Background: an optimization exercise with open tools, aiming at small area. Do not read the settings as production practice. In this exercise RTL edits were held to simulation tests only and were not proved equivalent to the original. Power and IR drop assume default switching activity.

// tank_renderer
module tank_renderer #(
    parameter int BULLET_NUM = 8
) (
    input  logic                  pclk,
    input  logic                  in_reset_hint,
    input  logic                  wr_req,
    input  render_pkg::reg_addr_t wr_addr,
    input  render_pkg::reg_data_t wr_data,
    output logic                  wr_ack,
    input  render_pkg::coord_t    pixel_x,
    input  render_pkg::row_t      pixel_y,
    input  logic                  in_display,
    output render_pkg::coord_t    map_rd_x,
    output render_pkg::coord_t    map_rd_y,
    input  logic                  map_wall,
    output render_pkg::rgb_t      rgb
);
Size in the first run: about 180 flip-flops, ~9100 um2 of cells after synthesis.
Settings: LEC_CHECK=0, ABC_AREA=1, CAP_MARGIN=12, CORE_MARGIN=2, CORE_UTILIZATION=72, GPL_TIMING_DRIVEN=0, SLEW_MARGIN=12; clock period 8.0 ns.
standard.sh (not shown) runs the stock make flow with config.mk's settings and CLKGATE_MAP_FILE= SYNTH_SCRIPT=/design/flow/synth_recipe.tcl, a recipe that flattens the netlist after the stock synthesis.
==> flow/flow/run.sh <==
#!/bin/bash
# The standard layout (standard.sh) with these changes:
# - synthesis maps logic with an area-oriented abc script (area.abc: deepsyn, then three
#   rounds of choice computation and area-oriented mapping), and leaves adders to abc
#   instead of mapping them to adder cells first; registers are mapped as in the standard flow
# - the port buffers are the smallest buffer cell, and synthesis puts no buffers on wires
#   from port to port (the port buffers already drive them)
# - clock tree synthesis uses clkbuf_8 and no dummy loads
set -euo pipefail
W=$(pwd)
export FLOW_ABC_SCRIPT=$W/flow/area.abc
export BUFFER_PORTS_ARGS="-buffer_cell sky130_fd_sc_hd__buf_1"
export CTS_ARGS="-sink_clustering_enable -repair_clock_nets -buf_list sky130_fd_sc_hd__clkbuf_8 -dont_use_dummy_load"
sed -e "s#SYNTH_SCRIPT=[^ ]*#SYNTH_SCRIPT=$W/flow/synth.tcl ADDER_MAP_FILE= SYNTH_INSBUF=0 #" standard.sh > $W/flow_standard.sh
grep -q "SYNTH_SCRIPT=$W/flow/synth.tcl ADDER_MAP_FILE=" $W/flow_standard.sh
bash $W/flow_standard.sh > $W/flow_make.log 2>&1
==> flow/flow/area.abc <==
strash
&get -n
&deepsyn -T 10
&put
strash
&get -n
&st
&dch -f
&nf -p -a -F 10 -A 10 -C 32 -R 1000
&put
strash
&get -n
&st
&dch -f
&nf -p -a -F 10 -A 10 -C 32 -R 1000
&put
strash
&get -n
&st
&dch -f
&nf -p -a -F 10 -A 10 -C 32 -R 1000
&put
==> flow/flow/synth.tcl <==
# The standard synthesis script (synth_recipe.tcl), with the abc mapping step given an
# area-oriented script ($::env(FLOW_ABC_SCRIPT)) in place of ORFS's; registers are untouched
proc synth {args} { yosys synth -nofsm -noshare {*}$args }
proc abc {args} {
  set i [lsearch -exact $args -script]
  if { $i >= 0 } { lset args [expr {$i + 1}] $::env(FLOW_ABC_SCRIPT) }
  yosys abc {*}$args
}
source $::env(SCRIPTS_DIR)/synth.tcl
# left out here: clear keep_hierarchy, flatten, clean up, hide names made inside functions, write 1_2_yosys.v
The starting point finished with timing, DRC and antenna clean.
Edit:
--- a/flow/flow/run.sh
+++ b/flow/flow/run.sh
@@ -5,4 +5,4 @@
 #   instead of mapping them to adder cells first; registers are mapped as in the standard flow
-# - the port buffers are the smallest buffer cell, and synthesis puts no buffers on wires
-#   from port to port (the port buffers already drive them)
+# - the port buffers, and the buffers synthesis puts on wires from port to port, are the
+#   smallest buffer cell
 # - clock tree synthesis uses clkbuf_8 and no dummy loads
@@ -13,3 +13,3 @@
 export CTS_ARGS="-sink_clustering_enable -repair_clock_nets -buf_list sky130_fd_sc_hd__clkbuf_8 -dont_use_dummy_load"
-sed -e "s#SYNTH_SCRIPT=[^ ]*#SYNTH_SCRIPT=$W/flow/synth.tcl ADDER_MAP_FILE= SYNTH_INSBUF=0 #" standard.sh > $W/flow_standard.sh
+sed -e "s#SYNTH_SCRIPT=[^ ]*#SYNTH_SCRIPT=$W/flow/synth.tcl ADDER_MAP_FILE= 'MIN_BUF_CELL_AND_PORTS=sky130_fd_sc_hd__buf_1 A X' #" standard.sh > $W/flow_standard.sh
 grep -q "SYNTH_SCRIPT=$W/flow/synth.tcl ADDER_MAP_FILE=" $W/flow_standard.sh
- CAP_MARGIN: 12 -> 20
- SLEW_MARGIN: 12 -> 20
Result: The changed run produced a clean layout; routed wire length goes down by 1.3%; design area goes up by 0.63%; global-route usage goes down by 0.91 points.
Edit:
--- a/flow/flow/run.sh
+++ b/flow/flow/run.sh
@@ -2,4 +2,3 @@
 # The standard layout (standard.sh) with these changes:
-# - synthesis maps logic with an area-oriented abc script (area.abc: deepsyn, then three
-#   rounds of choice computation and area-oriented mapping), and leaves adders to abc
+# - synthesis maps logic with an area-oriented abc script (area.abc), and leaves adders to abc
 #   instead of mapping them to adder cells first; registers are mapped as in the standard flow
==> flow/flow/area.abc (replaced) <==
strash
&get -n
&st
&dch -f
&nf -p -a -F 10 -A 10 -C 32 -R 1000
&put
strash
&get -n
&st
&dch -f
&nf -p -a -F 10 -A 10 -C 32 -R 1000
&put
Effect: Power went up by 0.60%. Global-route usage went down by 0.64 points. Core utilization went up by 0.98 points. Synthesized cell count went up by 5.3%. Hold slack is better by 0.090 ns. Die area went up by 2.7%. Design area went up by 2.5%. Critical path depth went up by 2. Non-clock buffer count went down by 3. Register-to-register slack is better by 0.14 ns. Via count went up by 3.1%.
Edit:
--- a/flow/flow/area.abc
+++ b/flow/flow/area.abc
@@ -12 +12,7 @@
 &put
+strash
+&get -n
+&st
+&dch -f
+&nf -p -a -F 10 -A 10 -C 32 -R 1000
+&put
Total power barely changes.
Clock skew barely changes.
Sequential cell count does not change.
Non-clock buffer count went up by 1.
Edit:
--- a/flow/flow/run.sh
+++ b/flow/flow/run.sh
@@ -2,3 +2,4 @@
 # The standard layout (standard.sh) with these changes:
-# - synthesis maps logic with an area-oriented abc script (area.abc), and leaves adders to abc
+# - synthesis maps logic with an area-oriented abc script (area.abc: deepsyn, then three
+#   rounds of choice computation and area-oriented mapping), and leaves adders to abc
 #   instead of mapping them to adder cells first; registers are mapped as in the standard flow
--- a/flow/flow/area.abc
+++ b/flow/flow/area.abc
@@ -1 +1,5 @@
+strash
+&get -n
+&deepsyn -T 10
+&put
 strash
- CORE_UTILIZATION: 72 -> 60
Effect: The new run completed with no timing, DRC or antenna violations. Die area rises by about a fifth. Sequential cell count is unchanged. Worst setup slack gets worse by 0.54 ns. Worst hold slack gets worse by 0.028 ns. Final area falls slightly. Total power falls slightly. Via count falls by a few percent. Combinational power falls slightly.

## port drivers added, routing unchanged
The results above use ideal ports. As a check the final layouts listed here were re-extracted and re-timed, cells and wires unchanged. Step 1: set_driving_cell puts a clkbuf_16 on pclk and a buf_2 on each other input, an assumption about the parent block. Step 2 times the ports against the registers' clock, not the clock port: input delays grow and output delays shrink by t, the midpoint of the rising clock arrivals with the driver on. a / b / c = ideal ports / drivers / drivers and shift; a / b = the first two.
run	t, ns	slack for setup (ns)	latest minus earliest clock arrival (ns)	worst slew at a driven data input, ns
the first run	0.500	1.209 / 1.227 / 0.727	0.036 / 0.037	0.04
the second run	0.494	1.412 / 1.430 / 0.935	0.033 / 0.033	0.04
the third run	0.500	1.435 / 1.453 / 0.953	0.032 / 0.032	0.05
the fourth run	0.506	1.625 / 1.632 / 1.127	0.034 / 0.033	0.04
the fifth run	0.498	1.087 / 1.106 / 0.608	0.029 / 0.030	0.04
After both steps every run listed still meets setup and hold. For the fourth run, which loses most, drivers alone change the setup slack by +0.007 ns; drivers and shift together by -0.498 ns.
